This is an optimization exercise on Yosys and OpenROAD, whose aim is small area, a short achievable clock period and few clock cycles, not a production implementation. Function was checked by simulation only, so behaviour that the tests miss may differ from the original. Power figures rest on the tool's default switching activity, not on a simulated workload.

==> design.v <==
package lua_cpu_pkg;
	typedef logic [32-1:0] word_t;
	typedef logic [5-1:0] reg_idx_t;
	typedef logic [5-1:0] ttag_t;
	typedef logic [6-1:0] opcode_t;
	typedef enum logic [1:0] {
		instr_in_progress = 2'd0,
		instr_done = 2'd1,
		instr_not_impl = 2'd3
	} instr_status_e;
	typedef enum logic [1:0] {
		src_instr = 2'd0,
		src_dumper = 2'd1,
		src_external = 2'd3
	} write_src_e;
	typedef enum logic [1:0] {
		cmd_run = 2'd0,
		cmd_load_reg = 2'd1,
		cmd_load_type = 2'd2,
		cmd_load_base = 2'd3
	} cmd_e;
	typedef enum logic [3:0] {
		ex_idle = 4'd0,
		ex_fetch_pc = 4'd1,
		ex_fetch_instr = 4'd2,
		ex_exec_instr = 4'd3,
		ex_store_pc = 4'd4,
		ex_store_regs = 4'd5,
		ex_load_reg = 4'd6,
		ex_load_type = 4'd7,
		ex_load_base = 4'd8,
		ex_finish = 4'd15
	} ex_state_e;
	typedef enum logic [1:0] {
		dp_idle = 2'd0,
		dp_value = 2'd1,
		dp_type = 2'd2,
		dp_end = 2'd3
	} dump_phase_e;
endpackage
`timescale 1ns/1ps
module lua_cpu (
	input logic clk,
	input logic rst,
	input logic start,
	input lua_cpu_pkg::cmd_e n,
	input lua_cpu_pkg::word_t dataa,
	input lua_cpu_pkg::word_t datab,
	output logic done,
	output lua_cpu_pkg::word_t result,
	output lua_cpu_pkg::word_t mem_address,
	output lua_cpu_pkg::word_t mem_writedata,
	output logic mem_read,
	output logic mem_write,
	input lua_cpu_pkg::word_t mem_readdata,
	input logic mem_waitrequest
);
	localparam logic [2:0] S_IDLE = 3'd0;
	localparam logic [2:0] S_RPC = 3'd1;	 
	localparam logic [2:0] S_FETCH = 3'd2;	 
	localparam logic [2:0] S_DUMP = 3'd3;	 
	localparam logic [2:0] S_DUMPT = 3'd4;	 
	logic [2:0] st;
	logic rd, wr;
	logic [31:0] addr, wdata, ir;
	logic [4:0] tl;
	logic ex;	 
	logic [4:0] widx, ridx;
	logic wen_v, wen_t, ren;
	logic [31:0] ldv_data;
	logic [4:0] ldt_data;
	logic [31:0] base;
	logic [31:0] V [32];
	logic [4:0] T [32];
	logic [31:0] val, dirty;
	logic any_dirty;
	assign mem_read = rd;
	assign mem_write = wr;
	assign mem_address = addr;
	assign mem_writedata = wdata;
	assign result = ir;
	logic acc;
	assign acc = (rd || wr) && !mem_waitrequest;
	logic in_move, move_acc;
	assign in_move = (mem_readdata[6-1:0] == 6'd0);
	assign move_acc = (st == S_FETCH) && acc && in_move;
	logic ld_val, ld_type;
	assign ld_val = start && (n == lua_cpu_pkg::cmd_load_reg);
	assign ld_type = start && (n == lua_cpu_pkg::cmd_load_type);
	logic [7:0] lo_ofs;
	logic lo_nb;	 
	logic slot_hit;
	always_comb begin
		logic [23:0] x, y;
		{lo_nb, lo_ofs} = {1'b0, dataa[7:0]} + {1'b0, ~base[7:0]} + 9'd1;
		x = dataa[31:8];
		y = ~base[31:8];
		slot_hit = ((x[0] ^ y[0]) == lo_nb);
		for (int i = 1; i < 24; i++)
			slot_hit = slot_hit & ((x[i] ^ y[i]) == (x[i-1] | y[i-1]));
	end
	logic [4:0] jnext;
	logic anynext;
	always_comb begin : ffs
		logic [31:0] d_eff;
		for (int i = 0; i < 32; i++)
			d_eff[i] = dirty[i] | (ex && widx == 5'(i));
		jnext = '0;
		for (int i = 31; i >= 0; i--)
			if (d_eff[i]) jnext = 5'(i);
		anynext = |d_eff;
	end
	always_ff @(posedge clk) begin
		any_dirty <= anynext;
		ridx <= move_acc ? mem_readdata[18:14] : jnext;
		widx <= move_acc ? mem_readdata[10:6] : lo_ofs[7:3];
		ldv_data <= ld_val ? datab : 32'd0;
		ldt_data <= ld_type ? datab[4:0] : 5'd0;
	end
	always_ff @(posedge clk or posedge rst) begin
		if (rst) begin
			ex <= 1'b0;
			wen_v <= 1'b0;
			wen_t <= 1'b0;
			ren <= 1'b0;
			base <= '0;
		end else begin
			ex <= move_acc;
			wen_v <= move_acc || (ld_val && slot_hit);
			wen_t <= move_acc || (ld_type && slot_hit);
			ren <= !(ld_val || ld_type);
			if (start && (n == lua_cpu_pkg::cmd_load_base))
				base <= dataa;
		end
	end
	logic [31:0] rdv;
	logic [4:0] rdt;
	always_comb begin
		logic s;
		rdv = '0;
		rdt = '0;
		for (int i = 0; i < 32; i++) begin
			s = (ridx == 5'(i)) && val[i] && ren;
			rdv = rdv | (V[i] & {32{s}});
			rdt = rdt | (T[i] & {5{s}});
		end
	end
	logic [31:0] wdv;
	logic [4:0] wdt;
	assign wdv = rdv | ldv_data;
	assign wdt = rdt | ldt_data;
	always_ff @(posedge clk) begin
		for (int i = 0; i < 32; i++) begin
			if (widx == 5'(i) && (wen_v || (wen_t && !val[i]))) V[i] <= wdv;
			if (widx == 5'(i) && (wen_t || (wen_v && !val[i]))) T[i] <= wdt;
		end
	end
	always_ff @(posedge clk or posedge rst) begin
		if (rst)
			val <= '0;
		else
			for (int i = 0; i < 32; i++)
				if (widx == 5'(i) && (wen_v || wen_t)) val[i] <= 1'b1;
	end
	always_ff @(posedge clk) begin
		for (int i = 0; i < 32; i++) begin
			if (start)
				dirty[i] <= 1'b0;
			else if (ex && widx == 5'(i))
				dirty[i] <= 1'b1;
			else if ((st == S_DUMP) && acc && ridx == 5'(i))
				dirty[i] <= 1'b0;
		end
	end
	always_ff @(posedge clk or posedge rst) begin
		if (rst) begin
			st <= S_IDLE;
			rd <= 1'b0;
			wr <= 1'b0;
			done <= 1'b0;
		end else begin
			done <= 1'b0;
			case (st)
				S_IDLE: begin
					if (start) begin
						if (n == lua_cpu_pkg::cmd_run) begin
							rd <= 1'b1;
							st <= S_RPC;
						end else
							done <= 1'b1;
					end
				end
				S_RPC: if (acc) st <= S_FETCH;
				S_FETCH: begin
					if (acc && !in_move) begin
						rd <= 1'b0;
						wr <= 1'b1;
						st <= S_DUMP;
					end
				end
				S_DUMP: begin
					if (acc) begin
						if (any_dirty)
							st <= S_DUMPT;
						else begin
							wr <= 1'b0;
							done <= 1'b1;
							st <= S_IDLE;
						end
					end
				end
				S_DUMPT: if (acc) st <= S_DUMP;
				default: st <= S_IDLE;
			endcase
		end
	end
	always_ff @(posedge clk) begin
		case (st)
			S_IDLE: begin
				addr <= dataa + 32'd20;
				wdata <= dataa + 32'd20;
			end
			S_RPC: if (acc) addr <= mem_readdata;
			S_FETCH: begin
				if (acc) begin
					ir <= mem_readdata;
					if (in_move)
						addr <= addr + 32'd4;
					else begin
						addr <= wdata;
						wdata <= addr + 32'd4;
					end
				end
			end
			S_DUMP: begin
				if (acc) begin
					addr <= base + {ridx, 3'b000};
					wdata <= rdv;
					tl <= rdt;
				end
			end
			S_DUMPT: begin
				if (acc) begin
					addr <= addr + 32'd4;
					wdata <= {27'd0, tl};
				end
			end
			default: ;
		endcase
	end
endmodule
==> run.sh <==
#!/bin/bash
# synth_recipe.tcl (not shown) runs the flow's synth.tcl, then flattens the netlist and writes it again
# the make line also repeats each setting of config.mk as NAME=value (left out here)
make -C /OpenROAD-flow-scripts/flow DESIGN_CONFIG=/design/flow/config.mk WORK_HOME=/design/flow/orfs CLKGATE_MAP_FILE= SYNTH_SCRIPT=/design/flow/synth_recipe.tcl finish
==> config.mk <==
export PLATFORM = sky130hd
export DESIGN_NAME = lua_cpu
export DESIGN_NICKNAME = lua_cpu
export VERILOG_FILES = /design/flow/design.v
export SDC_FILE = /design/flow/constraint.sdc
export NUM_CORES = 4
export LEC_CHECK = 0
export ABC_CLOCK_PERIOD_IN_PS = 4000
export CAP_MARGIN = 20
export CORE_MARGIN = 2
export CORE_UTILIZATION = 55
export PLACE_DENSITY = 0.65
export SLEW_MARGIN = 20
==> constraint.sdc <==
create_clock -name core_clock -period 13.0 [get_ports {clk}]
set_input_delay 2.6000 -clock core_clock [delete_from_list [all_inputs] [get_ports {clk}]]
set_output_delay 2.6000 -clock core_clock [all_outputs]
set_load 0.01 [all_outputs]
==> notes.md, run 1 <==
Startpoint Class=primary input; syn nets=3976; # placed instances=5299; non-filler cells, final=5573; fin. max-slew vios=0; Net count, final=4209; Tcrit/Tclk final=38.5%; first-pass GRT wire length=290000 um; Setup TNS=0 ns; min-delay src=dirty[1]; CTS tree=done; CP required=13.47 ns; Gates resized, CTS repair=0; GPL Wtd Cong=0.974; Final Hold Viols=0; Via density=7.12; crit path from=dataa[7]; Avg WL per Cell=37.8 um; vias in the first global route=36.9k; clock buffer count from CTS=147; TritonRoute pass-1 iters=6; final setup fails=0; initial drt markers=6743; syn avg cell area=15.0 um2; deepest clock path buffer count=3; num ports=201; core region area=103000 um2; Area Growth Syn to Fin=15.0%; Post-DRT Antenna Nets=0; Slew @ Worst Pin=1.14 ns; Slew HR=23.1%; Port Buffers=200; worst hold slack=0.492 ns; Yosys reg bits=1439; Die H=327 um; pre-CTS setup slack=7.02 ns; crit-path max FO=7; top post-synthesis cells by area=edfxtp_1, a22oi_1, dfrtp_1, dfxtp_1, a22o_1; Max VDD drop=0.122 mV; pin count of the biggest net entering global routing=56; hold buffers post-CTS=0; share of the synthesized area in the top cell type=67.2%; critical path arrival=5.48 ns; drt drc=0; share of synthesized registers carrying an async set or reset=5.14%; sequential area share after synthesis=73.2%; Root Buffer=clkbuf_16; gr usage total=39.1%; via count=39.7k; Crit. End Element=flop; cell area power density=166 nW/um2; Clock Skews=0.0375 ns; Syn Std Cell Area=57400 um2; Synth cell types=79; area leader, netlist=edfxtp_1; GR Overflow Total=0; clock slew at reported path FFs=0.06 ns; Row Count=118; Starting Density=55.5%; die area=107000 um2; main flop type after synthesis=edfxtp_1; Post-synth EDFFs=1285; Tmin final=5.01 ns; Syn Inst Count=3836; HP Class=reg2reg; CTS H-tree depth=4; top cells by count, synth=edfxtp_1, a22oi_1, nand2_1, a21oi_1, nand3_1; Static Leak=0.0225 uW; Die W=327 um; RR Startpoint=ridx[0]; setup ws final=7.99 ns; share of cells above drive strength 1=10.5%; total routed wirelength=211000 um; RSZ-0062 raised after global routing=false; status=no timing/DRC/antenna violations; DP HPWL=123000 um; clock sinks=1439; post-layout util=63.8%; Max Fclk=0.200 GHz; # Max-Cap Violations=0; Post-CTS Setup Bufs=0; critical path class=in2reg; most frequent cell after synthesis=edfxtp_1; initial antenna violation count=11; clock latency on the worst-skew pair=0.77 ns; YS warnings=3
[registers in the layout (all words and copies together) (netlist names), 3 cells and up]
signal    count
V          1024
T           160
addr         32
base         32
dirty        32
ir           32
ldv_data     32
val          32
wdata        32
ldt_data      5
ridx          5
tl            5
widx          5
st            3
[metrics by stage]
stage                     total power (uW)  area [um2]
after global routing                 11300       66000
after CTS                            10900       66000
final                                11000       66000
after detailed placement              6960       61400
after floorplan                       6240       57400
after global placement                6950       61400
[layout make-up]
type	instances	area, um2
Clock buffer	198	4080
Fill cell	7603	37500
Multi-Input combinational cell	2124	14600
Sequential cell	1439	42000
Inverter	45	171
Timing Repair Buffer	312	2880
Tap cell	1380	1730
Antenna cell	4	10.0
Clock inverter	71	507
[final timing paths]
check	end	slack, ns	cells past startpoint
hold reg to reg	dirty[1]	0.49	2
setup / recovery	addr[22]	7.99	8
min in group asynchronous	ex	2.29	2
hold / removal	dirty[1]	0.49	2
max in group asynchronous	base[19]	9.54	3
setup reg to reg	V[17][28]	8.09	8
[power by group]
group          switching, uW  internal, uW  total, uW
clock network           1790          2290       4080
registers                224          5260       5480
logic                    851           569       1420
[critical path, stage by stage]
cell             delay, ns
clkdlybuf4s50_1       0.66
nand3_1               0.37
nor2_1                0.69
nand3_1               0.18
xnor2_1               0.40
o21ai_0               0.14
a211oi_1              0.26
o221ai_1              0.16
[metal layers]
| metal | vias up | global-route usage [%] | part of all wire, % |
|---|---|---|---|
| met2 | 3334 | 60.1 | 45 |
| met1 | 19900 | 52.7 | 36 |
| met3 | 604 | 11.3 | 14 |
| li1 | 15800 | - | - |
| met5 | - | 0 | 0.040 |
| met4 | 12 | 16.3 | 5.0 |
[cell families (layout without fill, tap and decap cells)]
kind of cell | after synthesis | count (layout) | synth area share (%)
and+or+nand+nor | 968 | 968 | 9.06
muxes | 15 | 15 | 0.283
AOI/OAI and AO/OA | 993 | 993 | 12.7
other | 0 | 4 | 0
xor gates and xnor gates | 109 | 109 | 1.66
DFF | 1439 | 1439 | 73.2
buffers and inverters | 273 | 626 | 2.16
adders and majority gates | 39 | 39 | 0.859
[layout by cell type, fill, tap and decap left out, drive strengths merged, types with 8 or more instances in the layout]
cell type / instances
nand4: 94
a221o: 10
o22ai: 15
dfxtp: 80
nand2b: 45
clkbuf: 198
a221oi: 118
xnor2: 75
buf: 112
xor2: 34
a21oi: 151
and3: 58
clkdlybuf4s50: 200
or4: 20
and4: 18
nor2b: 18
nand2: 205
dfrtp: 74
o31ai: 10
ha: 37
a222oi: 24
nand3: 142
nor2: 137
o21ai: 110
o211ai: 9
a22oi: 319
a22o: 133
or2: 38
or3: 12
inv: 46
edfxtp: 1285
a211oi: 14
and3b: 14
and2: 77
o21a: 8
nor3: 41
nor4: 19
clkinv: 64
mux2: 10
Testbench counts, summed over its fixed seeds: cycles 44,547.
==> run 2: changes to the inputs <==
==> flow/run.sh (new file) <==
#!/bin/bash
# The standard layout (the standard.sh, unchanged synthesis), with the
# timing repair after CTS and global routing asked to aim well below the
# clock period. Constraints and the clock period are the design's.
bash standard.sh SETUP_SLACK_MARGIN=8.7 finish > standard.log 2>&1
==> standard.sh (new file) <==
#!/bin/bash
# synth_recipe.tcl (not shown) runs the flow's synth.tcl, then flattens the netlist and writes it again
# the make line also repeats each setting of config.mk as NAME=value (left out here)
make -C /OpenROAD-flow-scripts/flow DESIGN_CONFIG=/design/flow/config.mk WORK_HOME=/design/flow/orfs CLKGATE_MAP_FILE= SYNTH_SCRIPT=/design/flow/synth_recipe.tcl "${@:-finish}"
removed: run.sh
==> run 2 against run 1 <==
  * Still clean on timing, DRC and antenna
  * Fmax up 16%
  * Via count up 0.66%
  * Non-clock buffer count up 50
  * Sequential cell count unchanged
  * Global-route usage about the same
  * Power grew 1.2%
  * Highest routed layer unchanged
  * First-iteration DRC count grew 5.9%
  * Final area is 1.0% higher
==> notes.md, run 2 <==
Most Crowded Layer GR=met2; YS warnings=3; main flop type after synthesis=edfxtp_1; area leader, netlist=edfxtp_1; HP Class=reg2reg; TritonRoute pass-1 iters=6; fin. max-slew vios=0; status=no timing/DRC/antenna violations; via count=40.0k; Slew HR=17.9%; total power=11100 uW; GR Overflow Total=0; Tmin final=4.31 ns; share of the synthesized area in the top cell type=67.2%; syn nets=3976; Syn Std Cell Area=57400 um2; # placed instances=5301; pre-CTS setup slack=7.47 ns; Setup TNS=0 ns; crit-path max FO=32; Final Hold Viols=0; clock slew at reported path FFs=0.06 ns; Max Fclk=0.232 GHz; Largest Register=V; Clk pwr share=37.6%; Comb power frac=13.5%; Crit. End Element=flop; Startpoint Class=flop; clock latency on the worst-skew pair=0.79 ns; Slew @ Worst Pin=1.23 ns; total routed wirelength=211000 um; M3 GR Usage=11.1%; WP buf/inv=3; initial antenna violation count=18; Area Growth Syn to Fin=16.2%; Fill cells=7545; multiplexer share of the synthesized area=0.283%; clock sinks=1439; share of synthesized registers carrying an async set or reset=5.14%; setup ws final=8.69 ns; non-filler cells, final=5626; first-pass GRT wire length=290000 um; Avg WL per Cell=37.5 um; top cells by count, synth=edfxtp_1, a22oi_1, nand2_1, a21oi_1, nand3_1; Max VDD drop=0.138 mV; clock buffer count from CTS=147; Root Buffer=clkbuf_16; final setup fails=0; hold buffers post-CTS=0; GPL Wtd Cong=0.950; Yosys reg bits=1439; # Max-Cap Violations=0; gr usage total=39.2%; most frequent cell after synthesis=edfxtp_1; Synth cell types=79; cells along the critical path=buf_4 > nor4bb_2 > buf_4 > and2_2 > buf_4 > a22o_1 > a221oi_1 > nand4_1 > or3_1 > or2_2; die area=107000 um2; most common cell after layout, fill and taps aside=edfxtp_1; biggest regs=V: 1024 flops, T: 160 flops; critical path's largest stage delay=0.73 ns; Starting Density=55.5%; initial drt markers=7142; Tcrit/Tclk final=33.1%; Die H=327 um; Post-DRT Antenna Nets=0; met1 Use GR=53.1%; sw power=2960 uW; most used cell, CP=buf_4; critical path arrival=4.82 ns; Post-synth EDFFs=1285; compound-gate portion of the synthesized area=12.7%; Crit path max-delay family=simple AND/OR/NAND/NOR gates; DP HPWL=122000 um; vias in the first global route=36.9k; Clock Skews=0.0317 ns; drt drc=0; pin count of the biggest net entering global routing=56; top post-synthesis cells by area=edfxtp_1, a22oi_1, dfrtp_1, dfxtp_1, a22o_1; Synth Area in Adders=0.859%; num ports=201; share of cells above drive strength 1=12.8%; Row Count=118; sequential area share after synthesis=73.2%; Max stage delay cell, worst path=and2_2; Syn Inst Count=3836; CTS H-tree depth=4; Net count, final=4259; Die W=327 um; max reg flops=1024; core region area=103000 um2; most frequent cells in the layout=edfxtp_1, a22oi_1, nand2_1; syn avg cell area=15.0 um2; largest family of logic cells by synthesized area=compound AO/OA/AOI/OAI gates; met2 usage=59.0%; Port Buffers=200; power share of the sequential group=49.0%; Synth Area in XOR/XNOR=1.66%; CP required=13.51 ns; CTS tree=done; Sw Ratio=26.6%; deepest clock path buffer count=3; RSZ-0062 raised after global routing=true; Synth Area in Simple Gates=9.06%; Pint=8160 uW; critical path class=reg2reg; cell area power density=167 nW/um2; Via density=7.10; Static Leak=0.0231 uW
[run 2: power by group through the flow]
| stage | Combinational (uW) | Sequential, uW | Clock, uW |
|---|---|---|---|
| after CTS | 1460 | 5440 | 4180 |
| after global routing | 1580 | 5450 | 4360 |
| after floorplan | 719 | 5530 | 0 |
| after detailed placement | 1380 | 5590 | 0 |
| after global placement | 1370 | 5590 | 0 |
| final | 1500 | 5450 | 4180 |
[run 2: repair_timing]
item	4_1_cts	5_1_grt
gates cloned	0	0
endpoints found under the setup margin	782	705
resized for setup	90	40
hold endpoints to repair	0	0
pin swaps	4	3
setup buffers	42	4
[run 2: through the flow]
step / hold slack (ns) / area, um2 / utilization (%)
3_3_place_gp: 0.468 / 61400 / 59.3
4_1_cts: 0.485 / 66500 / 64.2
2_1_floorplan: 0.441 / 57500 / -
5_1_grt: 0.506 / 66700 / 64.4
3_5_place_dp: 0.477 / 61400 / 59.3
6_report: 0.488 / 66700 / 64.4
[run 2: tightest hold or removal path: stages (launching register included)]
cell and delay, ns:
dfxtp_1 0.31, o21ai_0 0.07, a21oi_1 0.06
[run 2: cell type report]
cell class / count / area, um2 / share of cell area [%]
sequential: 1439 / 42000 / 63.0
multi-input combinational: 2124 / 14800 / 22.1
clock buffer: 201 / 4100 / 6.15
timing repair buffer: 362 / 3180 / 4.77
tap: 1380 / 1730 / 2.59
clock inverter: 71 / 688 / 1.03
inverter: 45 / 178 / 0.266
antenna: 4 / 10.0 / 0.0150
[run 2: cells by family after synthesis]
logic type | after synthesis
adder cells (fa/ha/maj) | 39
AO/OA/AOI/OAI | 993
AND/OR/NAND/NOR | 968
multiplexers | 15
flip-flops | 1439
buffers and inverters | 273
XOR/XNOR | 109
[run 2: metal layers]
| layer | vias to the layer above | share of wire (%) |
|---|---|---|
| met1 | 19900 | 36 |
| li1 | 16000 | - |
| met2 | 3391 | 44 |
| met5 | - | 0.14 |
| met4 | 30 | 5.5 |
| met3 | 663 | 14 |
[run 2: path summary, 6_finish.rpt]
kind | from | endpoint | slack, ns | cells past startpoint
max in group asynchronous | rst | base[16] | 9.43 | 3
worst min register to register | dirty[1] | dirty[1] | 0.49 | 2
worst max-delay path | ridx[2] | V[7][7] | 8.69 | 10
worst min-delay path | dirty[1] | dirty[1] | 0.49 | 2
worst max register to register | ridx[2] | V[7][7] | 8.69 | 10
min in group asynchronous | rst | val[13] | 2.38 | 2
==> run 3: changes to the inputs <==
==> flow/run.sh (replaced) <==
#!/bin/bash
# The standard layout (the standard.sh, unchanged synthesis) with these
# optimiser settings changed; constraints and clock period are the design's:
#  - timing repair aims for a large setup margin (a period well below 13 ns)
#  - sizing may pick cells of any footprint
#  - ports are buffered with buf_4 cells
bash standard.sh SETUP_SLACK_MARGIN=9 MATCH_CELL_FOOTPRINT=0 \
	"BUFFER_PORTS_ARGS=-buffer_cell sky130_fd_sc_hd__buf_4" finish > standard.log 2>&1
==> run 3 against run 2 <==
  * Still clean
  * Sequential power about the same
  * Synthesized cell count stayed put
  * Clock power increased by 2%
  * Power increased by 1.3%
  * Hold slack improved by 0.0058 ns
  * Non-clock buffer count rose by 1
  * Worst setup slack better by 0.26 ns
  * Count of clock-buffer cells in the layout up 8
  * Final cell count increased by 0.11%
  * Critical path depth fell by 9
  * Fmax grew 6.4%
  * Largest cell class unchanged
  * Highest routed layer unchanged
==> notes.md, run 3 <==
status=no timing/DRC/antenna violations; die area=107000 um2; via count=40.0k; total routed wirelength=211000 um; largest family of logic cells by synthesized area=compound AO/OA/AOI/OAI gates; top post-synthesis cells by area=edfxtp_1, a22oi_1, dfrtp_1, dfxtp_1, a22o_1; initial drt markers=7090; Reg area=42000 um2; Syn Std Cell Area=57400 um2; initial antenna violation count=10; Fill cells=7511; deepest clock path buffer count=3; WP buf/inv=1; Final Cell Area=66600 um2; most common cell after layout, fill and taps aside=edfxtp_1; Synth cell types=79; Tmin final=4.05 ns; DP HPWL=121000 um; clock sinks=1439; gr usage total=39.1%; Slew HR=23.5%; compound-gate portion of the synthesized area=12.7%; Slew @ Worst Pin=1.15 ns; setup ws final=8.95 ns; non-filler cells, final=5632; biggest regs=V: 1024 flops, T: 160 flops; YS warnings=3; pin count of the biggest net entering global routing=56; Row Count=118; RR Startpoint=ridx[2]; multiplexer share of the synthesized area=0.283%; Synth Area in Simple Gates=9.06%; Area Growth Syn to Fin=16.1%; Synth Area in XOR/XNOR=1.66%; # placed instances=5297; Crit path max-delay family=flip-flops; Starting Density=55.5%; Via density=7.11; share of the synthesized area in the top cell type=67.2%; Max stage delay cell, worst path=edfxtp_1; cells along the critical path=buf_6; Avg WL per Cell=37.5 um; TritonRoute pass-1 iters=6; clock latency on the worst-skew pair=0.78 ns; Port Buffers=200; critical path arrival=1.45 ns; main flop type after synthesis=edfxtp_1; Die W=327 um; syn avg cell area=15.0 um2; Syn Inst Count=3836; first-pass GRT wire length=290000 um; most frequent cells in the layout=edfxtp_1, buf_4, a22oi_1; syn nets=3976; most frequent cell after synthesis=edfxtp_1; GR Overflow Total=0; CTS H-tree depth=4; max reg flops=1024; crit path from=addr[22]; Post-DRT Antenna Nets=0; Largest Register=V; Max Fclk=0.247 GHz; Synth Area in Adders=0.859%; Crit. End Element=primary output; min-delay src=dirty[1]; Clock Skews=0.0297 ns; area of the multi-input gates=15000 um2; DP Area=61000 um2; Root Buffer=clkbuf_16; num ports=201; Startpoint Class=flop; share of cells above drive strength 1=18.2%; Static Leak=0.0231 uW; clock buffer count from CTS=146; GPL Wtd Cong=0.966; Setup TNS=0 ns; final setup fails=0; worst hold slack=0.494 ns; crit-path max FO=4; Die H=327 um; Final Hold Viols=0; core region area=103000 um2; clock slew at reported path FFs=0.06 ns; Tcrit/Tclk final=31.2%; critical path class=reg2out; CP required=10.40 ns; Post-synth EDFFs=1285; critical path's largest stage delay=0.51 ns; sequential area share after synthesis=73.2%; Yosys reg bits=1439; share of synthesized registers carrying an async set or reset=5.14%; drt drc=0; Net count, final=4261; area leader, netlist=edfxtp_1; fin. max-slew vios=0; pre-CTS setup slack=7.87 ns; RSZ-0062 raised after global routing=true; cell area power density=169 nW/um2; HP Class=reg2reg; CTS tree=done; Max VDD drop=0.138 mV; top cells by count, synth=edfxtp_1, a22oi_1, nand2_1, a21oi_1, nand3_1; hold buffers post-CTS=0; vias in the first global route=36.9k; # Max-Cap Violations=0
## run 3: cell counts after synthesis
Identical to the previous run, type by type.
## run 3: power breakdown
group          switching, uW  internal, uW  total [uW]
sequential               193          5260        5450
combinational            927           636        1560
clock                   1830          2420        4250
total                   2950          8310       11300
## run 3: repair_timing
action | in CTS | in global routing
gates resized for setup | 82 | 29
cloned | 2 | 0
pin swaps | 3 | 2
setup endpoints to repair | 1273 | 621
setup buffers | 37 | 16
## run 3: metrics by stage
| step | utilization [%] | total power (uW) |
|---|---|---|
| 2_1_floorplan | - | 6260 |
| 3_3_place_gp | 59.0 | 6910 |
| 3_5_place_dp | 59.0 | 6920 |
| 4_1_cts | 64.1 | 11200 |
| 5_1_grt | 64.4 | 11500 |
| 6_report | 64.4 | 11300 |
## run 3: path summary, 6_finish.rpt
path,to,slack [ns],cells after the start
setup / recovery,mem_address[22],8.95,1
hold / removal,dirty[1],0.49,2
setup reg to reg,V[26][12],8.98,8
hold reg to reg,dirty[1],0.49,2
max in group asynchronous,base[15],9.75,3
min in group asynchronous,ex,2.03,2
## run 3: cells by family after synthesis
logic type,Yosys count
mux,15
simple gates,968
compound gates,993
flops,1439
buf+inv,273
xor+xnor,109
fa+ha+maj,39
## run 3: layer usage
metal	track usage [%]	wire, um	up-vias
met2	60.0	94900	3365
met1	53.1	75400	20100
met3	10.0	30000	615
li1	-	-	16000
met4	17.6	10900	14
met5	0	121	-
## run 3: final cells by class
| cell class | count | share of cell area [%] |
|---|---|---|
| clock buffer | 209 | 6.15 |
| multi-input combinational | 2126 | 22.5 |
| timing repair buffer | 363 | 4.29 |
| antenna | 7 | 0.0263 |
| tap | 1380 | 2.59 |
| sequential | 1439 | 63.1 |
| inverter | 45 | 0.267 |
| clock inverter | 63 | 1.10 |
==> run 4: changes to the inputs <==
--- a/design.v
+++ b/design.v
@@ -66,7 +66,7 @@
 	logic [4:0] tl;
 	logic ex;	 
 	logic [4:0] widx, ridx;
-	logic wen_v, wen_t, ren;
+	logic wen_v, wen_t;
 	logic [31:0] ldv_data;
 	logic [4:0] ldt_data;
 	logic [31:0] base;
@@ -100,19 +100,32 @@
 			slot_hit = slot_hit & ((x[i] ^ y[i]) == (x[i-1] | y[i-1]));
 	end
 	logic [4:0] jnext;
+	logic [31:0] jnext_oh;
 	logic anynext;
 	always_comb begin : ffs
 		logic [31:0] d_eff;
+		logic seen;
 		for (int i = 0; i < 32; i++)
 			d_eff[i] = dirty[i] | (ex && widx == 5'(i));
-		jnext = '0;
-		for (int i = 31; i >= 0; i--)
-			if (d_eff[i]) jnext = 5'(i);
-		anynext = |d_eff;
-	end
+		seen = 1'b0;
+		for (int i = 0; i < 32; i++) begin
+			jnext_oh[i] = d_eff[i] && !seen;
+			seen = seen | d_eff[i];
+		end
+		for (int k = 0; k < 5; k++) begin
+			jnext[k] = 1'b0;
+			for (int i = 0; i < 32; i++)
+				if (i[k]) jnext[k] = jnext[k] | jnext_oh[i];
+		end
+		anynext = seen;
+	end
+	logic [31:0] rsel;
 	always_ff @(posedge clk) begin
 		any_dirty <= anynext;
-		ridx <= move_acc ? mem_readdata[18:14] : jnext;
+		ridx <= jnext;
+		for (int i = 0; i < 32; i++)
+			rsel[i] <= !(ld_val || ld_type) &&
+				(move_acc ? (mem_readdata[18:14] == 5'(i)) : jnext_oh[i]);
 		widx <= move_acc ? mem_readdata[10:6] : lo_ofs[7:3];
 		ldv_data <= ld_val ? datab : 32'd0;
 		ldt_data <= ld_type ? datab[4:0] : 5'd0;
@@ -122,28 +135,30 @@
 			ex <= 1'b0;
 			wen_v <= 1'b0;
 			wen_t <= 1'b0;
-			ren <= 1'b0;
 			base <= '0;
 		end else begin
 			ex <= move_acc;
 			wen_v <= move_acc || (ld_val && slot_hit);
 			wen_t <= move_acc || (ld_type && slot_hit);
-			ren <= !(ld_val || ld_type);
 			if (start && (n == lua_cpu_pkg::cmd_load_base))
 				base <= dataa;
 		end
 	end
+	logic [31:0] rdv_raw;
+	logic [4:0] rdt_raw;
+	logic rvalid;
 	logic [31:0] rdv;
 	logic [4:0] rdt;
 	always_comb begin
-		logic s;
-		rdv = '0;
-		rdt = '0;
-		for (int i = 0; i < 32; i++) begin
-			s = (ridx == 5'(i)) && val[i] && ren;
-			rdv = rdv | (V[i] & {32{s}});
-			rdt = rdt | (T[i] & {5{s}});
-		end
+		rdv_raw = '0;
+		rdt_raw = '0;
+		for (int i = 0; i < 32; i++) begin
+			rdv_raw = rdv_raw | (V[i] & {32{rsel[i]}});
+			rdt_raw = rdt_raw | (T[i] & {5{rsel[i]}});
+		end
+		rvalid = |(rsel & val);
+		rdv = rdv_raw & {32{rvalid}};
+		rdt = rdt_raw & {5{rvalid}};
 	end
 	logic [31:0] wdv;
 	logic [4:0] wdt;
@@ -168,7 +183,7 @@
 				dirty[i] <= 1'b0;
 			else if (ex && widx == 5'(i))
 				dirty[i] <= 1'b1;
-			else if ((st == S_DUMP) && acc && ridx == 5'(i))
+			else if ((st == S_DUMP) && acc && rsel[i])
 				dirty[i] <= 1'b0;
 		end
 	end
==> run 4 against run 3 <==
  * Clock skew is 0.0057 ns higher
  * Hold slack worse by 0.023 ns
  * Critical path depth is 6 higher
  * Worst setup slack worse by 0.054 ns
  * Sequential cell count is 31 higher
  * Critical endpoint is now V[28][9]
  * Critical path type is now reg2reg
  * Synthesized cell count hardly changed
  * Final area is 0.65% higher
  * Non-clock buffer count stayed put
  * Still clean on timing, DRC and antenna
==> notes.md, run 4 <==
core region area=104000 um2; RSZ-0062 raised after global routing=true; total power=11300 uW; YS warnings=3; status=no timing/DRC/antenna violations; Static Leak=0.0230 uW; Reg area=42700 um2; via count=40.0k; area leader, netlist=edfxtp_1; Max VDD drop=0.111 mV; share of the synthesized area in the top cell type=66.9%; Avg WL per Cell=36.5 um; syn nets=3979; Syn Std Cell Area=57700 um2; # placed instances=5305; CTS tree=done; GR Overflow Total=0; final setup fails=0; Net count, final=4270; total routed wirelength=205000 um; most common cell after layout, fill and taps aside=edfxtp_1; initial drt markers=6482; Area Growth Syn to Fin=16.2%; clock sinks=1470; Die W=328 um; syn avg cell area=15.0 um2; initial antenna violation count=8; non-filler cells, final=5630; Syn Inst Count=3839; Clock Skews=0.0354 ns; hold buffers post-CTS=0; Slew @ Worst Pin=1.38 ns; Reg2Reg Setup Slack=8.89 ns; critical path class=reg2reg; DP HPWL=110000 um; TritonRoute pass-1 iters=8; Startpoint Class=flop; deepest clock path buffer count=3; reg2reg end=V[28][9]; critical path's largest stage delay=0.79 ns; top post-synthesis cells by area=edfxtp_1, a22oi_1, dfxtp_1, dfrtp_1, a221oi_1; area of the multi-input gates=15000 um2; max reg flops=1024; Max stage delay cell, worst path=dfxtp_2; Final Hold Viols=0; cells along the critical path=buf_4 > a221oi_1 > nand4_1 > or3_2 > buf_4 > o41ai_2 > nand2b_2; num ports=201; Via density=7.10; Root Buffer=clkbuf_16; most frequent cells in the layout=edfxtp_1, a22oi_1, buf_4; GPL Wtd Cong=0.963; Starting Density=55.6%; crit-path max FO=32; r2r worst-path depth=7; CP required=13.48 ns; sequential area share after synthesis=73.9%; most used cell, CP=buf_4; Max Fclk=0.244 GHz; CTS H-tree depth=4; Setup TNS=0 ns; HP Class=reg2reg; Row Count=118; clock latency on the worst-skew pair=0.76 ns; pin count of the biggest net entering global routing=63; share of synthesized registers carrying an async set or reset=4.97%; Tmin final=4.11 ns; Port Buffers=200; biggest regs=V: 1024 flops, T: 160 flops; # Max-Cap Violations=0; gr usage total=37.8%; crit path from=rsel[29]; Synth cell types=96; first-pass GRT wire length=283000 um; Largest Register=V; vias in the first global route=37.4k; cell area power density=169 nW/um2; fin. max-slew vios=0; clock slew at reported path FFs=0.06 ns; Tcrit/Tclk final=31.6%; main flop type after synthesis=edfxtp_1; Crit. End Element=flop; CP endpoint=V[28][9]; Fill cells=7536; share of cells above drive strength 1=18.7%; die area=108000 um2; Post-synth EDFFs=1285; RR Startpoint=rsel[29]; Yosys reg bits=1470; Slew HR=6.79%; Die H=328 um; most frequent cell after synthesis=edfxtp_1; top cells by count, synth=edfxtp_1, a22oi_1, nand2_1, a21oi_1, nor2_1; drt drc=0; clock buffer count from CTS=147; Post-DRT Antenna Nets=0; critical path arrival=4.58 ns
run 4: cell count changes after synthesis, sizes merged, moves of 33 or more:
cell    before  now
a22oi      319  474
nand2b      45   93
and3        58   12
a22o       133   88
o21ai      110   69
nor2       137  170
run 4: where the power goes:
group | switching, uW | internal (uW)
combinational | 961 | 655
sequential | 167 | 5360
clock | 1810 | 2370
total | 2940 | 8390
run 4: critical path, delay by kind of cell, from the launching register on:
kind                   cells  cell delay [ns]
DFF                        1             0.79
buffers and inverters      2             1.40
AOI/OAI and AO/OA          2             0.67
and+or+nand+nor            3             0.85
run 4: worst min-delay path by stage:
stage | endpoint | startpoint | cells after the start
finish | dirty[22] | dirty[22] | 2
global route | dirty[3] | dirty[3] | 2
CTS | dirty[22] | dirty[22] | 2
detailed placement | dirty[22] | dirty[22] | 2
global placement | dirty[22] | dirty[22] | 2
floorplan | done | any_dirty | 1
run 4: per-layer routing:
layer  vias to the layer above  GRT usage [%]  share of wire [%]  wire (um)
met3                       573           8.96                 14      28200
met5                         -              0              0.011         23
met2                      3350           58.6                 46      93700
met1                     20100           51.2                 36      73500
met4                         4           16.7                4.8       9770
li1                      16000              -                  -          -
run 4: cells by family after synthesis:
logic type	synth area share, %
flip-flops	73.9
AO/OA/AOI/OAI	13.7
AND/OR/NAND/NOR	7.75
buffers and inverters	1.84
XOR/XNOR	1.65
adder cells (fa/ha/maj)	0.837
multiplexers	0.271
run 4: layout make-up:
cell class	instances	area share (%)
Timing Repair Buffer	363	4.20
Multi-Input combinational cell	2104	22.3
Sequential cell	1470	63.6
Tap cell	1380	2.57
Clock buffer	192	5.94
Clock inverter	76	1.05
Inverter	44	0.259
Antenna cell	1	0.00373
run 4: what timing repair did:
action | CTS | global route
resized for setup | 44 | 10
cloned | 1 | 3
endpoints found under the setup margin | 1061 | 210
pin swaps | 0 | 1
setup buffers | 32 | 17
run 4: stage by stage:
| step | hold slack (ns) | setup WS, ns | utilization [%] | instance area, um2 |
|---|---|---|---|---|
| after floorplan | 0.428 | 8.71 | - | 58000 |
| after global placement | 0.458 | 8.25 | 59.4 | 61700 |
| after detailed placement | 0.462 | 8.21 | 59.4 | 61700 |
| after CTS | 0.471 | 8.95 | 64.3 | 66700 |
| after global routing | 0.505 | 8.96 | 64.6 | 67100 |
| final | 0.471 | 8.89 | 64.6 | 67100 |
Testbench counts of run 4, summed over its fixed seeds: cycles 44,547.
==> run 5: changes to the inputs <==
==> config.mk (replaced) <==
export PLATFORM = sky130hd
export DESIGN_NAME = lua_cpu
export DESIGN_NICKNAME = lua_cpu
export VERILOG_FILES = /design/flow/design.v
export SDC_FILE = /design/flow/constraint.sdc
export NUM_CORES = 4
export LEC_CHECK = 0
export ABC_CLOCK_PERIOD_IN_PS = 2000
export CAP_MARGIN = 20
export CORE_MARGIN = 2
export CORE_UTILIZATION = 45
export PLACE_DENSITY = 0.55
export SLEW_MARGIN = 20
==> run 5 against run 4 <==
  * Via count fell by 1.1%
  * Core utilization is 11 points lower
  * Die area rose by 22%
  * Highest routed layer unchanged
  * Critical path type is now reg2out
  * Largest cell class unchanged
==> notes.md, run 5 <==
status=no timing/DRC/antenna violations; critical path class=reg2out; Syn Inst Count=3839; DP HPWL=121000 um; Post-DRT Antenna Nets=0; critical path's largest stage delay=0.51 ns; worst hold slack=0.467 ns; CP required=10.40 ns; Die W=362 um; GPL Wtd Cong=0.898; Setup TNS=0 ns; Tmin final=4.07 ns; cell area power density=170 nW/um2; RSZ-0062 raised after global routing=true; Crit path max-delay family=flip-flops; total routed wirelength=220000 um; DP Area=62200 um2; Syn Std Cell Area=57700 um2; share of cells above drive strength 1=19.1%; most frequent cells in the layout=edfxtp_1, a22oi_1, buf_4; Avg WL per Cell=37.0 um; initial antenna violation count=14; Starting Density=45.3%; HP Class=reg2reg; fin. max-slew vios=0; post-layout util=53.3%; Max Fclk=0.245 GHz; cells along the critical path=buf_6; Max stage delay cell, worst path=edfxtp_1; Slew @ Worst Pin=1.25 ns; first-pass GRT wire length=301000 um; Port Buffers=200; TritonRoute pass-1 iters=6; num ports=201; Largest Register=V; main flop type after synthesis=edfxtp_1; Yosys reg bits=1470; WP buf/inv=1; initial drt markers=5910; Net count, final=4301; clock sinks=1470; die area=131000 um2; CTS tree=done; Static Leak=0.0233 uW; pre-CTS setup slack=7.96 ns; Final Hold Viols=0; drt drc=0; Fill cells=10.5k; GR Overflow Total=0; Clock Skews=0.0301 ns; syn avg cell area=15.0 um2; Startpoint Class=flop; top post-synthesis cells by area=edfxtp_1, a22oi_1, dfxtp_1, dfrtp_1, a221oi_1; Crit. End Element=primary output; Root Buffer=clkbuf_16; Tcrit/Tclk final=31.3%; Die H=362 um; top cells by count, synth=edfxtp_1, a22oi_1, nand2_1, a21oi_1, nor2_1; final setup fails=0; clock buffer count from CTS=155; most frequent cell after synthesis=edfxtp_1; Via density=6.65; YS warnings=3; crit-path max FO=2; # Max-Cap Violations=0; area of the multi-input gates=14900 um2; clock slew at reported path FFs=0.06 ns; area leader, netlist=edfxtp_1; pin count of the biggest net entering global routing=56; share of the synthesized area in the top cell type=66.9%; critical path arrival=1.47 ns; Slew HR=17.0%; sequential area share after synthesis=73.9%; vias in the first global route=37.7k; Post-synth EDFFs=1285; gr usage total=33.2%; max reg flops=1024; Synth cell types=96; syn nets=3979; Max VDD drop=0.113 mV; Reg area=42700 um2; CTS H-tree depth=4; most common cell after layout, fill and taps aside=edfxtp_1; via count=39.6k; biggest regs=V: 1024 flops, T: 160 flops; deepest clock path buffer count=3; Area Growth Syn to Fin=17.6%; clock latency on the worst-skew pair=0.81 ns; Row Count=131; Final Cell Area=67900 um2; setup ws final=8.93 ns; hold buffers post-CTS=0; share of synthesized registers carrying an async set or reset=4.97%; core region area=127000 um2
-- run 5: timing repair --
action	in CTS	in global routing
pin swaps	0	1
endpoints found under the setup margin	881	175
buffers inserted	46	13
gates resized for setup	77	9
-- run 5: final timing paths --
check / slack, ns / to / startpoint / cells past startpoint
worst max register to register: 9.07 / V[9][15] / rsel[6] / 8
worst max-delay path: 8.93 / mem_writedata[19] / wdata[19] / 1
worst min-delay path: 0.47 / dirty[22] / dirty[22] / 2
worst min register to register: 0.47 / dirty[22] / dirty[22] / 2
min in group asynchronous: 1.95 / base[3] / rst / 2
max in group asynchronous: 9.87 / val[7] / rst / 3
-- run 5: logic make-up (layout without fill, tap and decap cells) --
family	after synthesis	in the layout	synth area share (%)
flip-flops	1470	1470	73.9
other	0	3	0
adder cells (fa/ha/maj)	38	38	0.837
multiplexers	14	14	0.271
XOR/XNOR	109	109	1.65
buffers and inverters	269	715	1.84
AO/OA/AOI/OAI	1079	1079	13.7
AND/OR/NAND/NOR	860	860	7.75
-- run 5: worst reg2reg max path, cell delays in order, from the launching register on --
cell	delay, ns
dfxtp_2	0.33
buf_4	0.45
buf_4	0.65
a22oi_1	0.22
nand4_1	0.14
or3_4	0.45
buf_6	0.51
o41ai_2	0.38
nand2b_2	0.52
-- run 5: metrics by stage --
stage               total power (uW)  cells
floorplan                       6450   3839
global placement                7080   5607
detailed placement              7100   5607
CTS                            11500   5934
global route                   11900   5947
finish                         11500   5950
-- run 5: power breakdown --
part | switching [uW] | internal [uW] | leakage, uW
clock network | 1900 | 2420 | 0.00239
logic | 967 | 719 | 0.00710
registers | 174 | 5360 | 0.0138
total | 3040 | 8510 | 0.0233
-- run 5: metal layers --
metal	global-route usage [%]	up-vias	share of wire [%]
met5	0	-	0.044
met4	13.2	16	4.2
met3	7.24	484	11
met2	52.7	2453	46
met1	44.7	20600	39
li1	-	16100	-
-- run 5: area by class of cell --
cell class | count | share of cell area (%)
Clock buffer | 199 | 6.22
Inverter | 44 | 0.267
Multi-Input combinational cell | 2100 | 21.9
Antenna cell | 3 | 0.0111
Timing Repair Buffer | 390 | 4.63
Clock inverter | 82 | 0.995
Tap cell | 1662 | 3.06
Sequential cell | 1470 | 62.9
==> run 6: changes to the inputs <==
--- a/flow/run.sh
+++ b/flow/run.sh
@@ -4,5 +4,5 @@
 #  - timing repair aims for a large setup margin (a period well below 13 ns)
 #  - sizing may pick cells of any footprint
 #  - ports are buffered with buf_4 cells
-bash standard.sh SETUP_SLACK_MARGIN=9 MATCH_CELL_FOOTPRINT=0 \
+bash standard.sh SETUP_SLACK_MARGIN=9.5 MATCH_CELL_FOOTPRINT=0 \
 	"BUFFER_PORTS_ARGS=-buffer_cell sky130_fd_sc_hd__buf_4" finish > standard.log 2>&1
==> run 6 against run 5 <==
  * Final area increased by 2.3%
  * Critical endpoint unchanged
  * Synthesized area unchanged
  * Combinational power increased by 8%
  * Count of clock-buffer cells in the layout is 24 higher
  * Final cell count is 0.89% higher
  * Sequential power about the same
  * Sequential share of layout area fell by 1.4 points
  * Largest power group unchanged
  * Synthesized cell count did not move
  * Global-route usage is 0.091 points lower
==> notes.md, run 6 <==
status=no timing/DRC/antenna violations; # Max-Cap Violations=0; share of synthesized registers carrying an async set or reset=4.97%; DP Area=62300 um2; Net count, final=4348; most frequent cells in the layout=edfxtp_1, a22oi_1, buf_4; Final Hold Viols=0; critical path class=reg2out; WHS Path Cells=2; share of cells above drive strength 1=21.9%; CTS H-tree depth=4; RSZ-0062 raised after global routing=true; Root Buffer=clkbuf_16; Max Fclk=0.244 GHz; pin count of the biggest net entering global routing=64; Starting Density=45.3%; r2r worst-path depth=8; clock buffer count from CTS=154; clock latency on the worst-skew pair=0.82 ns; Port Buffers=200; Fill cells=10.4k; pre-CTS setup slack=7.98 ns; Max VDD drop=0.154 mV; total power=11800 uW; Setup TNS=0 ns; Max stage delay cell, worst path=edfxtp_1; HP Class=reg2reg; Tcrit/Tclk final=31.5%; Largest Register=V; first-pass GRT wire length=301000 um; wire length on met1=86200 um; max reg flops=1024; min-delay src=dirty[22]; reg2reg end=wdata[5]; GPL Wtd Cong=0.895; top cells by count, synth=edfxtp_1, a22oi_1, nand2_1, a21oi_1, nor2_1; Die H=362 um; Crit. End Element=primary output; Final Cell Area=69400 um2; DP HPWL=118000 um; deepest clock path buffer count=3; sequential area share after synthesis=73.9%; most common cell after layout, fill and taps aside=edfxtp_1; Avg WL per Cell=36.8 um; Synth cell types=96; clock sinks=1470; setup ws final=8.90 ns; final setup fails=0; Die W=362 um; Post-synth EDFFs=1285; cells along the critical path=buf_6; Via density=6.61; Yosys reg bits=1470; drt drc=0; critical path arrival=1.50 ns; Startpoint Class=flop; Slew HR=20.7%; Crit path depth=1; core region area=127000 um2; syn avg cell area=15.0 um2; most frequent cell after synthesis=edfxtp_1; Reg2Reg Setup Slack=9.43 ns; initial drt markers=5680; Post-DRT Antenna Nets=0; Syn Std Cell Area=57700 um2; met3 routed WL=22000 um; Area Growth Syn to Fin=20.3%; critical path's largest stage delay=0.51 ns; CP required=10.40 ns; gr usage total=33.1%; Crit path max-delay family=flip-flops; post-layout util=54.5%; total routed wirelength=221000 um; Syn Inst Count=3839; share of the synthesized area in the top cell type=66.9%; cell area power density=170 nW/um2; Row Count=131; CTS tree=done; vias in the first global route=37.6k; crit-path max FO=2; initial antenna violation count=8; Hold Path Sink=dirty[22]; num ports=201; biggest regs=V: 1024 flops, T: 160 flops; hold buffers post-CTS=0; Slew @ Worst Pin=1.19 ns; main flop type after synthesis=edfxtp_1; area leader, netlist=edfxtp_1; via count=39.7k; metal2 WL=104000 um; YS warnings=3; TritonRoute pass-1 iters=7; Tmin final=4.10 ns; top post-synthesis cells by area=edfxtp_1, a22oi_1, dfxtp_1, dfrtp_1, a221oi_1; syn nets=3979; clock slew at reported path FFs=0.06 ns; GR Overflow Total=0; RR Startpoint=rsel[4]; Clock Skews=0.0352 ns; fin. max-slew vios=0; WP buf/inv=1; Static Leak=0.0239 uW; highest routed layer=met5; die area=131000 um2
==> run 6: logic make-up after synthesis <==
logic type      share of synthesized area, %
compound gates                          13.7
xor+xnor                                1.65
fa+ha+maj                              0.837
buf+inv                                 1.84
flops                                   73.9
mux                                    0.271
simple gates                            7.75
==> run 6: repair_timing <==
action,4_1_cts,5_1_grt
gates resized for setup,174,100
pin swaps,20,33
buffers inserted,64,43
setup endpoints to repair,1233,772
cloned,2,2
==> run 6: metrics by stage <==
| stage | hold WS, ns | std cells |
|---|---|---|
| floorplan | 0.428 | 3839 |
| global placement | 0.462 | 5599 |
| detailed placement | 0.470 | 5600 |
| CTS | 0.478 | 5952 |
| global route | 0.505 | 6000 |
| finish | 0.480 | 6003 |
==> run 6: worst max path at each step <==
stage / slack [ns] / end / from
3_3_place_gp: 8.01 / rsel[13] / mem_waitrequest
4_1_cts: 8.86 / mem_writedata[19] / wdata[19]
6_report: 8.90 / mem_writedata[19] / wdata[19]
2_1_floorplan: 8.71 / rsel[13] / mem_waitrequest
5_1_grt: 8.89 / mem_writedata[19] / wdata[19]
3_5_place_dp: 7.98 / rsel[12] / mem_waitrequest
==> run 6: final cells by class <==
type | count | area, um2 | area share (%)
Sequential cell | 1470 | 42700 | 61.5
Multi-Input combinational cell | 2103 | 15600 | 22.5
Clock buffer | 223 | 4280 | 6.16
Timing Repair Buffer | 435 | 3820 | 5.50
Tap cell | 1662 | 2080 | 2.99
Clock inverter | 63 | 728 | 1.05
Inverter | 44 | 206 | 0.297
Antenna cell | 3 | 7.51 | 0.0108
==> run 6: metal layers <==
layer | global-route usage [%] | vias to the layer above
met5 | 0 | -
met4 | 12.6 | 2
met3 | 6.52 | 443
met2 | 53.3 | 2463
met1 | 44.6 | 20600
li1 | - | 16200
==> run 6: power breakdown <==
part / switching, uW / internal (uW) / total [uW]
sequential: 202 / 5360 / 5570
combinational: 1010 / 814 / 1820
clock: 1900 / 2540 / 4440
total: 3110 / 8720 / 11800
==> run 7: changes to the inputs <==
--- a/design.v
+++ b/design.v
@@ -74,9 +74,10 @@
 	logic [4:0] T [32];
 	logic [31:0] val, dirty;
 	logic any_dirty;
+	logic [31:0] addr_o;
 	assign mem_read = rd;
 	assign mem_write = wr;
-	assign mem_address = addr;
+	assign mem_address = addr_o;
 	assign mem_writedata = wdata;
 	assign result = ir;
 	logic acc;
@@ -229,20 +230,38 @@
 			endcase
 		end
 	end
+	logic [31:0] ci20;
+	always_comb begin : savedpc_addr
+		logic [5:0] lo;
+		logic [26:0] hi, hi1;
+		lo = {1'b0, dataa[4:0]} + 6'd20;
+		hi = dataa[31:5];
+		hi1 = dataa[31:5] + 27'd1;
+		ci20 = {lo[5] ? hi1 : hi, lo[4:0]};
+	end
 	always_ff @(posedge clk) begin
 		case (st)
 			S_IDLE: begin
-				addr <= dataa + 32'd20;
-				wdata <= dataa + 32'd20;
-			end
-			S_RPC: if (acc) addr <= mem_readdata;
+				addr <= ci20;
+				wdata <= ci20;
+				if (start)
+					addr_o <= ci20;
+			end
+			S_RPC: begin
+				if (acc) begin
+					addr <= mem_readdata;
+					addr_o <= mem_readdata;
+				end
+			end
 			S_FETCH: begin
 				if (acc) begin
 					ir <= mem_readdata;
-					if (in_move)
+					if (in_move) begin
 						addr <= addr + 32'd4;
-					else begin
+						addr_o <= addr + 32'd4;
+					end else begin
 						addr <= wdata;
+						addr_o <= wdata;
 						wdata <= addr + 32'd4;
 					end
 				end
@@ -250,6 +269,7 @@
 			S_DUMP: begin
 				if (acc) begin
 					addr <= base + {ridx, 3'b000};
+					addr_o <= base + {ridx, 3'b000};
 					wdata <= rdv;
 					tl <= rdt;
 				end
@@ -257,6 +277,7 @@
 			S_DUMPT: begin
 				if (acc) begin
 					addr <= addr + 32'd4;
+					addr_o <= addr + 32'd4;
 					wdata <= {27'd0, tl};
 				end
 			end
--- a/flow/run.sh
+++ b/flow/run.sh
@@ -4,5 +4,5 @@
 #  - timing repair aims for a large setup margin (a period well below 13 ns)
 #  - sizing may pick cells of any footprint
 #  - ports are buffered with buf_4 cells
-bash standard.sh SETUP_SLACK_MARGIN=9.5 MATCH_CELL_FOOTPRINT=0 \
+bash standard.sh SETUP_SLACK_MARGIN=9 MATCH_CELL_FOOTPRINT=0 \
 	"BUFFER_PORTS_ARGS=-buffer_cell sky130_fd_sc_hd__buf_4" finish > standard.log 2>&1
==> run 7 against run 6 <==
  * Critical path depth unchanged
  * Final area decreased by 0.53%
  * Critical path type unchanged
  * Synthesized cell count is 2.2% higher
  * Die area is 1.8% higher
  * Sequential power grew 4.1%
  * Wire length is 0.46% higher
==> notes.md, run 7 <==
status=no timing/DRC/antenna violations; r2r worst-path depth=6; Synth cell types=87; CTS tree=done; Yosys reg bits=1502; total routed wirelength=222000 um; syn nets=4065; critical path class=reg2out; cell area power density=174 nW/um2; Crit. End Element=primary output; Setup TNS=0 ns; Avg WL per Cell=36.4 um; top post-synthesis cells by area=edfxtp_1, a22oi_1, dfxtp_1, dfrtp_1, a21oi_1; clock latency on the worst-skew pair=0.81 ns; GPL Wtd Cong=0.913; Synth Area in XOR/XNOR=1.61%; Root Buffer=clkbuf_16; clock slew at reported path FFs=0.06 ns; num ports=201; most frequent cells in the layout=edfxtp_1, a22oi_1, buf_4; biggest regs=V: 1024 flops, T: 160 flops; HP Class=reg2reg; max reg flops=1024; drt drc=0; setup ws final=8.91 ns; Starting Density=45.4%; fin. max-slew vios=0; Tcrit/Tclk final=31.5%; die area=133000 um2; Row Count=132; clock sinks=1502; cells along the critical path=buf_6; gr usage total=33.1%; deepest clock path buffer count=3; Via density=6.60; Syn Inst Count=3924; WP buf/inv=1; initial antenna violation count=7; compound-gate portion of the synthesized area=13.7%; pre-CTS setup slack=7.94 ns; Slew @ Worst Pin=1.18 ns; TritonRoute pass-1 iters=8; initial drt markers=5820; clock buffer count from CTS=160; multiplexer share of the synthesized area=0.209%; Max stage delay cell, worst path=edfxtp_1; main flop type after synthesis=edfxtp_1; RSZ-0062 raised after global routing=true; hold buffers post-CTS=0; Die H=365 um; WHS Path Cells=2; Post-DRT Antenna Nets=0; share of the synthesized area in the top cell type=67.3%; crit-path max FO=2; first-pass GRT wire length=304000 um; Die W=365 um; core region area=129000 um2; largest family of logic cells by synthesized area=compound AO/OA/AOI/OAI gates; final setup fails=0; Fill cells=10.8k; Net count, final=4346; share of cells above drive strength 1=18.0%; critical path arrival=1.49 ns; most common cell after layout, fill and taps aside=edfxtp_1; Final Hold Viols=0; most frequent cell after synthesis=edfxtp_1; Synth Area in Adders=0.843%; Crit path max-delay family=flip-flops; Area Growth Syn to Fin=17.6%; Reg area=43700 um2; Synth Area in Simple Gates=7.57%; area of the multi-input gates=15000 um2; vias in the first global route=37.9k; Post-synth EDFFs=1317; pin count of the biggest net entering global routing=72; Largest Register=V; share of synthesized registers carrying an async set or reset=4.86%; Max Fclk=0.244 GHz; Static Leak=0.0237 uW; YS warnings=3; DP HPWL=121000 um; CTS H-tree depth=4; GR Overflow Total=0; Startpoint Class=flop; # Max-Cap Violations=0; top cells by count, synth=edfxtp_1, a22oi_1, a21oi_1, nand2_1, clkbuf_1; via count=40.2k; Syn Std Cell Area=58800 um2; Port Buffers=200; critical path's largest stage delay=0.51 ns; area leader, netlist=edfxtp_1; CP required=10.40 ns; Crit path depth=1; syn avg cell area=15.0 um2; Clock Skews=0.0315 ns; sequential area share after synthesis=74.2%; Slew HR=20.5%; Max VDD drop=0.122 mV; Tmin final=4.09 ns
## run 7: changes by cell type in the layout (fill, tap and decap cells not counted), moves of 16 or more
cell / change
o21ai_0: +16
buf_6: -63
a21oi_1: +52
nand2_1: +18
clkinv_1: +16
edfxtp_1: +32
nand2b_1: -21
nand4_1: +18
xnor2_1: +19
nand2b_4: -20
## run 7: report_power, final
| group | switching (uW) | internal [uW] |
|---|---|---|
| sequential | 235 | 5570 |
| clock | 1930 | 2620 |
| combinational | 1020 | 648 |
| total | 3190 | 8840 |
## run 7: final timing paths
| kind | startpoint | to | slack (ns) |
|---|---|---|---|
| setup reg to reg | rsel[13] | V[1][6] | 9.17 |
| hold / removal | dirty[31] | dirty[31] | 0.48 |
| max in group asynchronous | rst | rd | 10.31 |
| min in group asynchronous | rst | base[3] | 1.69 |
| setup / recovery | wdata[14] | mem_writedata[14] | 8.91 |
| hold reg to reg | dirty[31] | dirty[31] | 0.48 |
## run 7: repair_timing
item                        CTS  global route
setup buffers                23             7
setup endpoints to repair  1059           249
gates resized for setup      86             6
gates cloned                  0             0
pin swaps                     1             4
## run 7: area by class of cell
class / count / share of cell area [%]
repair buffers: 355 / 4.22
diodes: 2 / 0.00725
multi-input cells: 2136 / 21.7
clock inverters: 76 / 1.07
well taps: 1742 / 3.16
flip-flops and latches: 1502 / 63.2
clock buffers: 222 / 6.41
inverters: 50 / 0.281
## run 7: logic make-up (layout without fill, tap and decap cells)
kind of cell	after synthesis	in the layout
simple gates	854	854
compound gates	1124	1124
xor+xnor	108	108
fa+ha+maj	39	39
buf+inv	286	703
mux	11	11
other cells	0	2
flops	1502	1502
## run 7: routing by layer
metal / GRT usage [%] / routed length [um] / vias up
met5: 0 / 43 / -
met4: 10.9 / 7640 / 8
met3: 7.48 / 25000 / 412
met2: 51.9 / 102000 / 2574
met1: 45.7 / 86700 / 20900
li1: - / - / 16300
## run 7: through the flow
stage | instances | power [uW] | area (um2) | utilization (%) | hold WS [ns]
global route | 6083 | 12400 | 69100 | 53.3 | 0.492
floorplan | 3924 | 6680 | 59100 | - | 0.428
finish | 6085 | 12000 | 69100 | 53.3 | 0.476
global placement | 5754 | 7410 | 63200 | 48.8 | 0.453
CTS | 6076 | 12000 | 68900 | 53.2 | 0.472
detailed placement | 5755 | 7420 | 63300 | 48.9 | 0.460
Testbench counts of run 7, summed over its fixed seeds: cycles 44,547.
==> run 8: changes to the inputs <==
--- a/design.v
+++ b/design.v
@@ -61,7 +61,8 @@
 	localparam logic [2:0] S_DUMP = 3'd3;	 
 	localparam logic [2:0] S_DUMPT = 3'd4;	 
 	logic [2:0] st;
-	logic rd, wr;
+	logic rd, wr;	 
+	logic req;	 
 	logic [31:0] addr, wdata, ir;
 	logic [4:0] tl;
 	logic ex;	 
@@ -81,7 +82,7 @@
 	assign mem_writedata = wdata;
 	assign result = ir;
 	logic acc;
-	assign acc = (rd || wr) && !mem_waitrequest;
+	assign acc = req && !mem_waitrequest;
 	logic in_move, move_acc;
 	assign in_move = (mem_readdata[6-1:0] == 6'd0);
 	assign move_acc = (st == S_FETCH) && acc && in_move;
@@ -121,11 +122,15 @@
 		anynext = seen;
 	end
 	logic [31:0] rsel;
+	logic [31:0] val_next;
+	always_comb
+		for (int i = 0; i < 32; i++)
+			val_next[i] = val[i] | (widx == 5'(i) && (wen_v || wen_t));
 	always_ff @(posedge clk) begin
 		any_dirty <= anynext;
 		ridx <= jnext;
 		for (int i = 0; i < 32; i++)
-			rsel[i] <= !(ld_val || ld_type) &&
+			rsel[i] <= !(ld_val || ld_type) && val_next[i] &&
 				(move_acc ? (mem_readdata[18:14] == 5'(i)) : jnext_oh[i]);
 		widx <= move_acc ? mem_readdata[10:6] : lo_ofs[7:3];
 		ldv_data <= ld_val ? datab : 32'd0;
@@ -145,21 +150,15 @@
 				base <= dataa;
 		end
 	end
-	logic [31:0] rdv_raw;
-	logic [4:0] rdt_raw;
-	logic rvalid;
 	logic [31:0] rdv;
 	logic [4:0] rdt;
 	always_comb begin
-		rdv_raw = '0;
-		rdt_raw = '0;
-		for (int i = 0; i < 32; i++) begin
-			rdv_raw = rdv_raw | (V[i] & {32{rsel[i]}});
-			rdt_raw = rdt_raw | (T[i] & {5{rsel[i]}});
-		end
-		rvalid = |(rsel & val);
-		rdv = rdv_raw & {32{rvalid}};
-		rdt = rdt_raw & {5{rvalid}};
+		rdv = '0;
+		rdt = '0;
+		for (int i = 0; i < 32; i++) begin
+			rdv = rdv | (V[i] & {32{rsel[i]}});
+			rdt = rdt | (T[i] & {5{rsel[i]}});
+		end
 	end
 	logic [31:0] wdv;
 	logic [4:0] wdt;
@@ -175,8 +174,7 @@
 		if (rst)
 			val <= '0;
 		else
-			for (int i = 0; i < 32; i++)
-				if (widx == 5'(i) && (wen_v || wen_t)) val[i] <= 1'b1;
+			val <= val_next;
 	end
 	always_ff @(posedge clk) begin
 		for (int i = 0; i < 32; i++) begin
@@ -184,7 +182,7 @@
 				dirty[i] <= 1'b0;
 			else if (ex && widx == 5'(i))
 				dirty[i] <= 1'b1;
-			else if ((st == S_DUMP) && acc && rsel[i])
+			else if ((st == S_DUMP) && acc && ridx == 5'(i))
 				dirty[i] <= 1'b0;
 		end
 	end
@@ -193,6 +191,7 @@
 			st <= S_IDLE;
 			rd <= 1'b0;
 			wr <= 1'b0;
+			req <= 1'b0;
 			done <= 1'b0;
 		end else begin
 			done <= 1'b0;
@@ -201,6 +200,7 @@
 					if (start) begin
 						if (n == lua_cpu_pkg::cmd_run) begin
 							rd <= 1'b1;
+							req <= 1'b1;
 							st <= S_RPC;
 						end else
 							done <= 1'b1;
@@ -220,6 +220,7 @@
 							st <= S_DUMPT;
 						else begin
 							wr <= 1'b0;
+							req <= 1'b0;
 							done <= 1'b1;
 							st <= S_IDLE;
 						end
@@ -243,7 +244,6 @@
 		case (st)
 			S_IDLE: begin
 				addr <= ci20;
-				wdata <= ci20;
 				if (start)
 					addr_o <= ci20;
 			end
@@ -256,13 +256,13 @@
 			S_FETCH: begin
 				if (acc) begin
 					ir <= mem_readdata;
+					wdata <= addr + 32'd4;
 					if (in_move) begin
 						addr <= addr + 32'd4;
 						addr_o <= addr + 32'd4;
 					end else begin
-						addr <= wdata;
-						addr_o <= wdata;
-						wdata <= addr + 32'd4;
+						addr <= ci20;
+						addr_o <= ci20;
 					end
 				end
 			end
==> run 8 against run 7 <==
  * Hold slack worse by 0.00060 ns
  * Final area down 2.8%
  * Wire length down 5.1%
  * Critical path type unchanged
  * Register-to-register slack better by 0.22 ns
  * Sequential share of layout area up 1.8 points
  * Non-clock buffer count down 48
  * Count of clock-buffer cells in the layout up 13
  * Clock power down 4%
  * Via count down 6.0%
  * Still clean on timing, DRC and antenna
==> notes.md, run 8 <==
cell area power density=153 nW/um2; Clock Skews=0.0260 ns; cells along the critical path=buf_6; min-delay src=dirty[5]; Post-synth EDFFs=1317; area leader, netlist=edfxtp_1; initial antenna violation count=10; Static Leak=0.0229 uW; Slew @ Worst Pin=1.20 ns; die area=131000 um2; vias in the first global route=36.0k; share of the synthesized area in the top cell type=68.5%; syn avg cell area=15.5 um2; most frequent cells in the layout=edfxtp_1, a22oi_1, buf_4; Tcrit/Tclk final=30.8%; critical path class=reg2out; Row Count=131; RSZ-0062 raised after global routing=true; Clk pwr share=42.3%; share of cells above drive strength 1=17.0%; top cells by count, synth=edfxtp_1, a22oi_1, nand2_1, a21oi_1, clkbuf_1; total routed wirelength=210000 um; RR Startpoint=widx[0]; CP required=10.40 ns; clock sinks=1503; core region area=128000 um2; TritonRoute pass-1 iters=6; Fill cells=10.6k; syn nets=3872; Max Fclk=0.249 GHz; Crit. End Element=primary output; Via density=6.53; Sw Ratio=22.7%; Pint=7960 uW; initial drt markers=5989; Area Growth Syn to Fin=16.3%; clock latency on the worst-skew pair=0.80 ns; # Max-Cap Violations=0; Comb power frac=5.7%; Largest Register=V; final setup fails=0; HP Class=reg2reg; share of synthesized registers carrying an async set or reset=4.92%; power share of the sequential group=52.0%; Max stage delay cell, worst path=edfxtp_1; gr usage total=31.7%; sw power=2330 uW; clock slew at reported path FFs=0.06 ns; first-pass GRT wire length=288000 um; WHS Path Cells=2; Avg WL per Cell=36.4 um; pre-CTS setup slack=7.46 ns; non-filler cells, final=5785; Starting Density=45.3%; WP buf/inv=1; DP HPWL=113000 um; r2r worst-path depth=7; Hold Path Sink=dirty[5]; clock buffer count from CTS=156; critical path arrival=1.41 ns; biggest regs=V: 1024 flops, T: 160 flops; Reg2Reg Setup Slack=9.39 ns; # placed instances=5482; Final Hold Viols=0; deepest clock path buffer count=3; pin count of the biggest net entering global routing=66; most frequent cell after synthesis=edfxtp_1; Synth cell types=72; Max VDD drop=0.141 mV; num ports=201; Startpoint Class=flop; CTS H-tree depth=4; critical path's largest stage delay=0.45 ns; Tmin final=4.01 ns; via count=37.8k; Syn Inst Count=3731; most common cell after layout, fill and taps aside=edfxtp_1; GR Overflow Total=0; Root Buffer=clkbuf_16; Yosys reg bits=1503; sequential area share after synthesis=75.6%; Post-DRT Antenna Nets=0; top post-synthesis cells by area=edfxtp_1, a22oi_1, dfxtp_1, dfrtp_1, a21oi_1; Port Buffers=200; max reg flops=1024; CTS tree=done; crit-path max FO=1; setup ws final=8.99 ns; status=no timing/DRC/antenna violations; reg2reg end=rsel[29]; Crit path max-delay family=flip-flops; Die W=362 um; GPL Wtd Cong=0.893; Net count, final=4127; YS warnings=3; worst hold slack=0.475 ns; Die H=362 um; Syn Std Cell Area=57700 um2; Slew HR=20.3%; main flop type after synthesis=edfxtp_1; Setup TNS=0 ns; fin. max-slew vios=0; drt drc=0
[run 8: cell count changes in the layout (fill, tap and decap cells not counted), moves of 21 or more]
cell,delta
nand2b_2,-30
a21oi_1,-62
nand2_1,-21
nor2_1,-77
or2_2,+31
buf_6,-36
or4_1,+35
nor3b_1,+26
o21ai_0,+31
a221oi_1,-32
[run 8: worst max path at each step]
stage | slack (ns) | start | to | depth (start not counted)
floorplan | 8.22 | mem_waitrequest | rsel[10] | 8
global placement | 7.54 | mem_waitrequest | rsel[16] | 10
detailed placement | 7.46 | mem_waitrequest | rsel[18] | 10
CTS | 8.93 | wdata[24] | mem_writedata[24] | 1
global route | 8.94 | wdata[24] | mem_writedata[24] | 1
finish | 8.99 | wdata[3] | mem_writedata[3] | 1
[run 8: kinds of logic after synthesis]
family	share of synthesized area, %
fa+ha+maj	0.858
buf+inv	1.71
compound gates	12.2
mux	0.210
xor+xnor	1.70
simple gates	7.72
flops	75.6
[run 8: through the flow]
stage | instance area, um2 | utilization [%] | power (uW)
final | 67200 | 52.7 | 10300
after global placement | 62000 | 48.6 | 6020
after floorplan | 58100 | - | 5790
after global routing | 67200 | 52.7 | 10600
after CTS | 67100 | 52.6 | 10300
after detailed placement | 62000 | 48.6 | 6020
[run 8: power groups by stage]
| stage | combinational (uW) | clock [uW] | sequential [uW] |
|---|---|---|---|
| floorplan | 381 | 0 | 5410 |
| global placement | 566 | 0 | 5450 |
| detailed placement | 570 | 0 | 5450 |
| CTS | 573 | 4390 | 5350 |
| global route | 629 | 4580 | 5360 |
| finish | 583 | 4360 | 5350 |
[run 8: layer usage]
layer / vias to the layer above / GRT usage (%) / part of all wire, %
met1: 19800 / 44.0 / 40
li1: 15500 / - / -
met3: 353 / 6.40 / 9.6
met4: 6 / 11.5 / 3.9
met5: - / 0.629 / 0.063
met2: 2145 / 49.8 / 46
[run 8: cell type report]
class	count	area [um2]	area share, %
diodes	6	15.0	0.0224
clock inverters	54	457	0.680
inverters	51	208	0.309
clock buffers	235	4500	6.71
well taps	1662	2080	3.10
flip-flops and latches	1503	43700	65.0
multi-input cells	1967	13800	20.5
repair buffers	307	2420	3.60
[run 8: repair_timing]
action,CTS,global route
pin swaps,2,6
gates resized for setup,25,7
setup endpoints to repair,58,67
buffers inserted,1,6
hold buffers,0,0
gates cloned,0,1
Testbench counts of run 8, summed over its fixed seeds: cycles 44,547.

Re-timed with assumed drivers on the ports (clkbuf_16 on the clock, buf_2 on other inputs), run 8 has 8.909 ns of setup slack against 8.991 ns with ideal ports, and 8.294 ns once port delays also move by the mid clock arrival of 0.873 ns.
